What follows belongs to an exercise in optimizing a design on an open flow for small area, a short achievable clock period and few clock cycles per item; a production flow would make more cautious choices. In this exercise RTL edits were held to simulation tests only and were not proved equivalent to the original.

v28:
## pv_perturb_observe_mppt
module pv_perturb_observe_mppt (
	input  logic        clk,
	input  logic        arst_n,
	input  logic        sample_valid,
	output logic        sample_ready,
	input  logic [1:0]  sample_action,
	input  logic [14:0] sample_pv_voltage,
	input  logic [14:0] sample_pv_current,
	input  logic [14:0] sample_charge_current,
	input  logic        sample_pause,
	output logic        result_valid,
	input  logic        result_ready,
	output logic [14:0] result_voltage_ref,
	output logic        result_evaluated,
	output logic        result_forced_pulldown,
	input  logic        cfg_valid,
	output logic        cfg_ready,
	input  logic [2:0]  cfg_index,
	input  logic [15:0] cfg_data
);
export LEC_CHECK = 0
export CAP_MARGIN = 20
export CORE_MARGIN = 2
export CORE_UTILIZATION = 40
export SLEW_MARGIN = 20
create_clock -name core_clock -period 11.5 [get_ports {clk}]
standard.sh (not shown) runs the stock make flow with config.mk's settings and CLKGATE_MAP_FILE= SYNTH_SCRIPT=/design/flow/synth_recipe.tcl, a recipe that flattens the netlist after the stock synthesis.
==> flow/flow/run.sh <==
#!/bin/bash
# Standard ORFS layout, with the timing repair steps aiming for extra setup slack.
# The clock period and all constraints stay the design's; only the repair target changes.
set -euo pipefail
MARGIN=$(cat flow/margin.txt)
bash standard.sh SETUP_SLACK_MARGIN=$MARGIN finish > flow_standard.log 2>&1
==> flow/flow/margin.txt <==
7
v28 completed end to end with timing, DRC and antenna clean.
Testbench counts of v28, summed over its fixed seeds: cycles 12,115, items 12,083.
> inputs changed (v28 -> v52)
==> flow/flow/margin.txt <==
8
[summary]
v52 vs v28 on post-route fraction of the period consumed by the critical path: v52 is the higher one. Changes observed in v52 relative to v28: number of non-filler instances in the completed layout shows an increase of 129; global-route track usage on met2 shows an increase of 2.1 points. v52 against v28: number of iterations in the first detailed-routing pass has increased; count of final setup violators has remained practically unchanged. Placer's final routability congestion estimate went down slightly going from v28 to v52. Max freq v28 -> v52: degraded. Between v52 and v28, the minimum clock period is higher for v52. Comparing v52 and v28, data required time of the worst path is higher on v28. Row final instance area: v52 higher / v28 lower.
Setup changes, v52 to v15
==> flow/flow/run.sh <==
#!/bin/bash
# Standard ORFS layout (the standard.sh), with extra make settings read from
# flow/knobs.txt: the timing repair aims for extra setup slack and the port buffers use a
# plain buffer cell. The clock period and all constraints stay the design's.
set -euo pipefail
mapfile -t KNOBS < <(grep -v '^#' flow/knobs.txt | grep .)
bash standard.sh "${KNOBS[@]}" finish > flow_standard.log 2>&1
==> flow/flow/knobs.txt (new file) <==
SETUP_SLACK_MARGIN=6
BUFFER_PORTS_ARGS=-buffer_cell sky130_fd_sc_hd__buf_2
removed: flow/flow/margin.txt
Results
Between v15 and v52, the difference in area taken by flip-flops and latches is negligible.
Run comparison: v52 critical path's slowest cell or4_4; v15 critical path's slowest cell or4_1
Final design instance area without fill delta for v15 relative to v52: 10% lower
Inputs modified between v15 and v11:
==> flow/flow/knobs.txt <==
SETUP_SLACK_MARGIN=7
BUFFER_PORTS_ARGS=-buffer_cell sky130_fd_sc_hd__buf_2
Results
Changes observed in v11 relative to v15: wire length +2.8%.
or4_1 as the highest-delay cell along the critical path was reported by v15, and or4_4 by v11.

========
Setup of run 1:
Another version of the RTL of pv_perturb_observe_mppt (not shown whole).
Size: about 2,800 cells after synthesis, ~92 I/O pins, ~29,000 sq um of cells after synthesis.
Settings: LEC_CHECK=0, CAP_MARGIN=20, CORE_MARGIN=2, CORE_UTILIZATION=55, SLEW_MARGIN=20; clock period 11.5 ns.
==> flow/flow/run.sh <==
#!/bin/bash
# Standard ORFS layout (the standard.sh), with extra make settings read from
# flow/knobs.txt: the timing repair aims for extra setup slack and the port buffers use a
# plain buffer cell. The clock period and all constraints stay the design's.
set -euo pipefail
mapfile -t KNOBS < <(grep -v '^#' flow/knobs.txt | grep .)
bash standard.sh "${KNOBS[@]}" finish > flow_standard.log 2>&1
==> flow/flow/knobs.txt <==
SETUP_SLACK_MARGIN=7.5
BUFFER_PORTS_ARGS=-buffer_cell sky130_fd_sc_hd__buf_2
Testbench counts of run 1, summed over its fixed seeds: cycles 12,115, items 12,083.
Modified inputs, run 2 compared to run 1
Settings: CTS_CLUSTER_DIAMETER: unset -> 100; CTS_BUF_LIST: unset -> sky130_fd_sc_hd__clkbuf_8 sky130_fd_sc_hd__clkbuf_16; CTS_CLUSTER_SIZE: unset -> 30; CORE_UTILIZATION: 55 -> 40.
==> flow/flow/knobs.txt <==
SETUP_SLACK_MARGIN=7.5
BUFFER_PORTS_ARGS=-buffer_cell sky130_fd_sc_hd__buf_1
==> comparison <==
Comparing run 2 against run 1, there is no change at all in share of flip-flops with an asynchronous set or reset after synthesis. Run 2 ended up with more standard cells than run 1. Looking at run 1 and run 2, the hold slack is a wash. Comparing run 1 and run 2, total of plain and repair buffers excluding clock buffers is lower on run 1. Compared with run 1, run 2 shows core outline area that has gone up by more than a quarter. Re setup slack: run 1 and run 2 aren't equal, and the higher value belongs to run 2. In run 2, the overall die height came out about 17% above the value in run 1.
Edits applied to the flow inputs when going from run 2 to run 3:
Settings: a deleted CTS_CLUSTER_DIAMETER that had been 100; a deleted CTS_CLUSTER_SIZE that had been 30; a deleted CTS_BUF_LIST that had been sky130_fd_sc_hd__clkbuf_8 sky130_fd_sc_hd__clkbuf_16.
==> flow/flow/knobs.txt <==
SETUP_SLACK_MARGIN=7
BUFFER_PORTS_ARGS=-buffer_cell sky130_fd_sc_hd__buf_2
==> comparison <==
- Of run 3 and run 2, run 3 shows the higher core utilization, with run 2 below it.
- Per the comparison of run 3 with run 2, minimum clock period now larger; cell area now larger.
- Run 3: done, clean on timing, DRC and antenna
Input changes introduced in run 4 (baseline for comparison: run 3):
Settings: putting CTS_BUF_LIST at sky130_fd_sc_hd__clkbuf_8 sky130_fd_sc_hd__clkbuf_16 where nothing was set; putting CTS_CLUSTER_SIZE at 30 where nothing was set; putting CTS_CLUSTER_DIAMETER at 100 where nothing was set.
==> flow/flow/knobs.txt <==
SETUP_SLACK_MARGIN=7.7
BUFFER_PORTS_ARGS=-buffer_cell sky130_fd_sc_hd__buf_2
Findings:
Run 4 reached the final stage; the timing, design-rule and antenna checks on its layout passed.
Worst hold slack after final layout in run 4 vs run 3: down 11 ps
Summary: final critical delay including setup and external delays, run 4 better than run 3
Count of max-cap constraint violations: run 4 vs run 3 identical
The total wire length after detailed routing was comparable across run 4 and run 3.
Re synthesized cell count: no difference whatsoever between run 3 and run 4.
Between run 4 and run 3, fraction of cell area in non-clock buffers is lower for run 3, run 4 comes in above that.
Diff run 3 -> run 4: number of non-filler instances in the completed layout went up by 0.81%.
Side by side, clock network latency to the later pin of the worst-skew pair turned out lower in run 4 than in run 3.

[afterwards: timing with drivers on the ports]
The results above use ideal ports. As a check the final layouts listed here were re-extracted and re-timed, cells and wires unchanged.
Step 1 sets driving cells, clkbuf_16 on the clock port and buf_2 on the other inputs (assumed; they add their load-dependent delay and slew).
Step 2 times the ports against the registers' clock, not the clock port: input delays grow and output delays shrink by t, the midpoint of the rising clock arrivals with the driver on.
Three values: no drivers, after step 1, after step 2; two values: the first two.
| run | t, ns | setup slack, ns | hold WS [ns] | worst setup path at the end | clock arrival spread, ns |
|---|---|---|---|---|---|
| v28 | 0.649 | 6.962 / 6.962 / 6.891 | 0.430 / 0.430 / 0.430 | input to register | 0.025 / 0.025 |
| v52 | 0.647 | 6.836 / 6.836 / 6.836 | 0.420 / 0.420 / 0.420 | register to register | 0.029 / 0.029 |
| v15 | 0.648 | 6.183 / 6.183 / 6.183 | 0.417 / 0.417 / 0.417 | register to register | 0.030 / 0.030 |
| v11 | 0.649 | 6.834 / 6.834 / 6.834 | 0.426 / 0.426 / 0.426 | register to register | 0.033 / 0.033 |
| run 1 | 0.626 | 7.556 / 7.556 / 7.295 | 0.444 / 0.444 / 0.444 | input to register | 0.021 / 0.020 |
| run 2 | 0.644 | 7.560 / 7.560 / 7.330 | 0.446 / 0.446 / 0.446 | input to register | 0.034 / 0.034 |
| run 3 | 0.658 | 7.192 / 7.192 / 7.192 | 0.439 / 0.439 / 0.439 | register to register | 0.053 / 0.054 |
| run 4 | 0.638 | 7.694 / 7.694 / 7.439 | 0.428 / 0.428 / 0.428 | input to register | 0.072 / 0.072 |
After both steps every run listed still meets setup and hold. The setup slack of run 1, which loses most, moves by 0.000 ns with the drivers and by -0.261 ns with both steps.
